Background: an optimization exercise with open tools, aiming at small area, a short achievable clock period and few clock cycles. Do not read the settings as production practice.
In this exercise RTL edits were held to simulation tests only and were not proved equivalent to the original.
Power is estimated from default activity; no workload was simulated.

Design exec_unit, start of the top module:
module exec_unit (
   input  wire                           CLK,
   input  wire                           arst_n,
   input  wire                           ins_valid,
   input  wire  [exec_pkg::INS_W-1:0]    ins,
   output wire                           busy,
   output wire                           done,
   output wire                           halted,
   output wire                           wr_en,
   output wire  [exec_pkg::REG_AW-1:0]   wr_addr,
   output wire  [exec_pkg::XLEN-1:0]     wr_data,
   output wire  [exec_pkg::FLAG_W-1:0]   flags
);
   localparam int W  = exec_pkg::XLEN;
   localparam int AW = exec_pkg::REG_AW;
   logic                        v_x, fwd_a_x, fwd_b_x;
   wire  [W-1:0]                result;
   logic                        is_add_x, is_sub_x, is_shift_x, shl_x, sar_x, is_setf_x;
   logic                        upd_arith_x, upd_logic_x, reg_write_x, is_halt_x;
   logic [3:0]                  tt_x;
   logic [exec_pkg::COND_W-1:0] cond_x;
  ...
Size: about 3300 cells after synthesis, about 52000 um^2 of cells after synthesis.
==> flow/config.mk <==
export PLATFORM = sky130hd
export DESIGN_NAME = exec_unit
export DESIGN_NICKNAME = exec_unit
export VERILOG_FILES = /design/flow/design.v
export SDC_FILE = /design/flow/constraint.sdc
export NUM_CORES = 4
export LEC_CHECK = 0
export CAP_MARGIN = 20
export CORE_MARGIN = 2
export CORE_UTILIZATION = 30
export SLEW_MARGIN = 20
export SYNTH_HIERARCHICAL = 1
==> flow/constraint.sdc <==
create_clock -name core_clock -period 12.0 [get_ports {CLK}]
set_input_delay 2.4000 -clock core_clock [delete_from_list [all_inputs] [get_ports {CLK}]]
set_output_delay 2.4000 -clock core_clock [all_outputs]
set_load 0.01 [all_outputs]
standard.sh (not shown) runs the stock make flow with config.mk's settings and CLKGATE_MAP_FILE= SYNTH_SCRIPT=/design/flow/synth_recipe.tcl, a recipe that flattens the netlist after the stock synthesis.
==> flow/flow/run.sh <==
#!/bin/bash
set -euo pipefail
cd "$(dirname "$0")/.."
args=()
while IFS= read -r line; do
  [[ -z "$line" || "$line" == \#* ]] && continue
  args+=("$line")
done < flow/knobs.txt
bash standard.sh "${args[@]}" finish > flow_make.log 2>&1
==> flow/flow/knobs.txt <==
SETUP_SLACK_MARGIN=8.5
CTS_ARGS=-sink_clustering_enable -repair_clock_nets -dont_use_dummy_load -sink_clustering_size 24 -sink_clustering_max_diameter 150
Testbench counts at the start, summed over its fixed seeds: cycles 24,024.
Then changed:
--- a/flow/design.v
+++ b/flow/design.v
@@ -220,13 +220,34 @@
 );
    localparam int W = exec_pkg::XLEN;
    logic [W-1:0] bx, sum, sh_in, sh_out, sh_rev, bitw;
    logic         co, fill;
    logic [W:0]   sh_wide;
    assign bx        = b ^ {W{is_sub}};
-   assign {co, sum} = {1'b0, a} + {1'b0, bx} + {{W{1'b0}}, is_sub};
+   logic [W-1:0] pg, pp, gg, gp, ng, np;
+   always_comb begin
+      pg = a & bx;
+      pp = a ^ bx;
+      gg = pg;
+      gp = pp;
+      gg[0] = pg[0] | (pp[0] & is_sub);
+      for (int l = 0; l < 5; l++) begin
+         ng = gg;
+         np = gp;
+         for (int i = 0; i < W; i++) begin
+            if (i & (1 << l)) begin
+               ng[i] = gg[i] | (gp[i] & gg[(i >> l << l) - 1]);
+               np[i] = gp[i] & gp[(i >> l << l) - 1];
+            end
+         end
+         gg = ng;
+         gp = np;
+      end
+      sum = pp ^ {gg[W-2:0], is_sub};
+      co  = gg[W-1];
+   end
    assign cy        = co ^ is_sub;
    assign ov        = (a[W-1] == bx[W-1]) && (sum[W-1] != a[W-1]);
    always_comb begin
       for (int i = 0; i < W; i++) sh_in[i] = shl ? a[W-1-i] : a[i];
    end
    assign fill   = sar & a[W-1];
@@ -353,27 +374,39 @@
       .halt_done(halt_w), .accept(accept), .busy(busy), .halted(halted)
    );
    always_ff @(posedge CLK or negedge arst_n) begin
       if (!arst_n) v_d <= 1'b0;
       else         v_d <= accept;
    end
-   logic [(1 << AW)-1:0] rs_sel_d, rd_sel_d;
+   logic [3:0]           rs_lo_d, rd_lo_d;
+   logic [7:0]           rs_hi_d, rd_hi_d;
    logic                 fw_rs_d, fw_rd_d;
    wire  [AW-1:0]        ins_rs  = ins[exec_pkg::RS_LSB +: AW];
    wire  [AW-1:0]        ins_rd  = ins[exec_pkg::RD_LSB +: AW];
    wire                  ins_imm = ins[exec_pkg::OPC_LSB + 4];
    wire                  fw_rs, fw_rd;
    assign fw_rs = v_x && reg_write_x && rd_x == ins_rs && !ins_imm;
    assign fw_rd = v_x && reg_write_x && rd_x == ins_rd;
    always_ff @(posedge CLK) begin
       ir_d    <= ins;
       fw_rs_d <= fw_rs;
       fw_rd_d <= fw_rd;
+      for (int k = 0; k < 4; k++) begin
+         rs_lo_d[k] <= (ins_rs[1:0] == k);
+         rd_lo_d[k] <= (ins_rd[1:0] == k);
+      end
+      for (int k = 0; k < 8; k++) begin
+         rs_hi_d[k] <= (ins_rs[4:2] == k) && !ins_imm && !fw_rs;
+         rd_hi_d[k] <= (ins_rd[4:2] == k) && !fw_rd;
+      end
+   end
+   logic [(1 << AW)-1:0] rs_sel_d, rd_sel_d;
+   always_comb begin
       for (int k = 0; k < (1 << AW); k++) begin
-         rs_sel_d[k] <= (ins_rs == k) && !ins_imm && !fw_rs;
-         rd_sel_d[k] <= (ins_rd == k) && !fw_rd;
+         rs_sel_d[k] = rs_lo_d[k % 4] && rs_hi_d[k / 4];
+         rd_sel_d[k] = rd_lo_d[k % 4] && rd_hi_d[k / 4];
       end
    end
    wire [AW-1:0]               rs_d, rd_d;
    wire [exec_pkg::IMM_W-1:0]  imm5_d;
    wire [exec_pkg::COND_W-1:0] cond_d;
    wire [3:0]                  tt_d;
Outcome:
- utilization came out lower by 0.43 points
- area after synthesis goes down by a few percent
- routed wire length went down by a few percent
- setup slack gains 0.033 ns
- synthesized cell count shrinks by a few percent
- design area went down by a few percent
- die area falls by a few percent
- total power went down by a few percent
- flip-flop and latch count fell by 38
- sequential share of layout area increases by 0.59 points
Testbench counts after the change, summed over its fixed seeds: cycles 24,024.

==> re-timing with driven ports <==
No port has a modelled driver above. Below, the same layouts with a new extraction and two added sets of constraints. Step 1 (the two cells are an assumption about what drives the block):
set clk [get_ports {CLK}]
set_driving_cell -lib_cell sky130_fd_sc_hd__clkbuf_16 $clk
set_driving_cell -lib_cell sky130_fd_sc_hd__buf_2 [delete_from_list [all_inputs] $clk]
Step 2 moves the port delays by t, midway between the first and last clock arrival at a register: inputs arrive t later, outputs are due t later. That takes back most of the time a late clock gives input paths. a / b / c = no drivers / after step 1 / after step 2; a / b = the first two.
run	t (ns)	setup WS [ns]	latest minus earliest clock arrival (ns)	slew at the worst register clock pin (ns)
the first run	0.763	8.297 / 8.223 / 7.841	0.115 / 0.114	0.10 / 0.10
the second run	0.787	8.330 / 8.250 / 7.943	0.046 / 0.046	0.10 / 0.10
After both steps setup and hold are still met in every run listed. The setup slack of the first run, which loses most, moves by -0.074 ns with the drivers and by -0.456 ns with both steps.
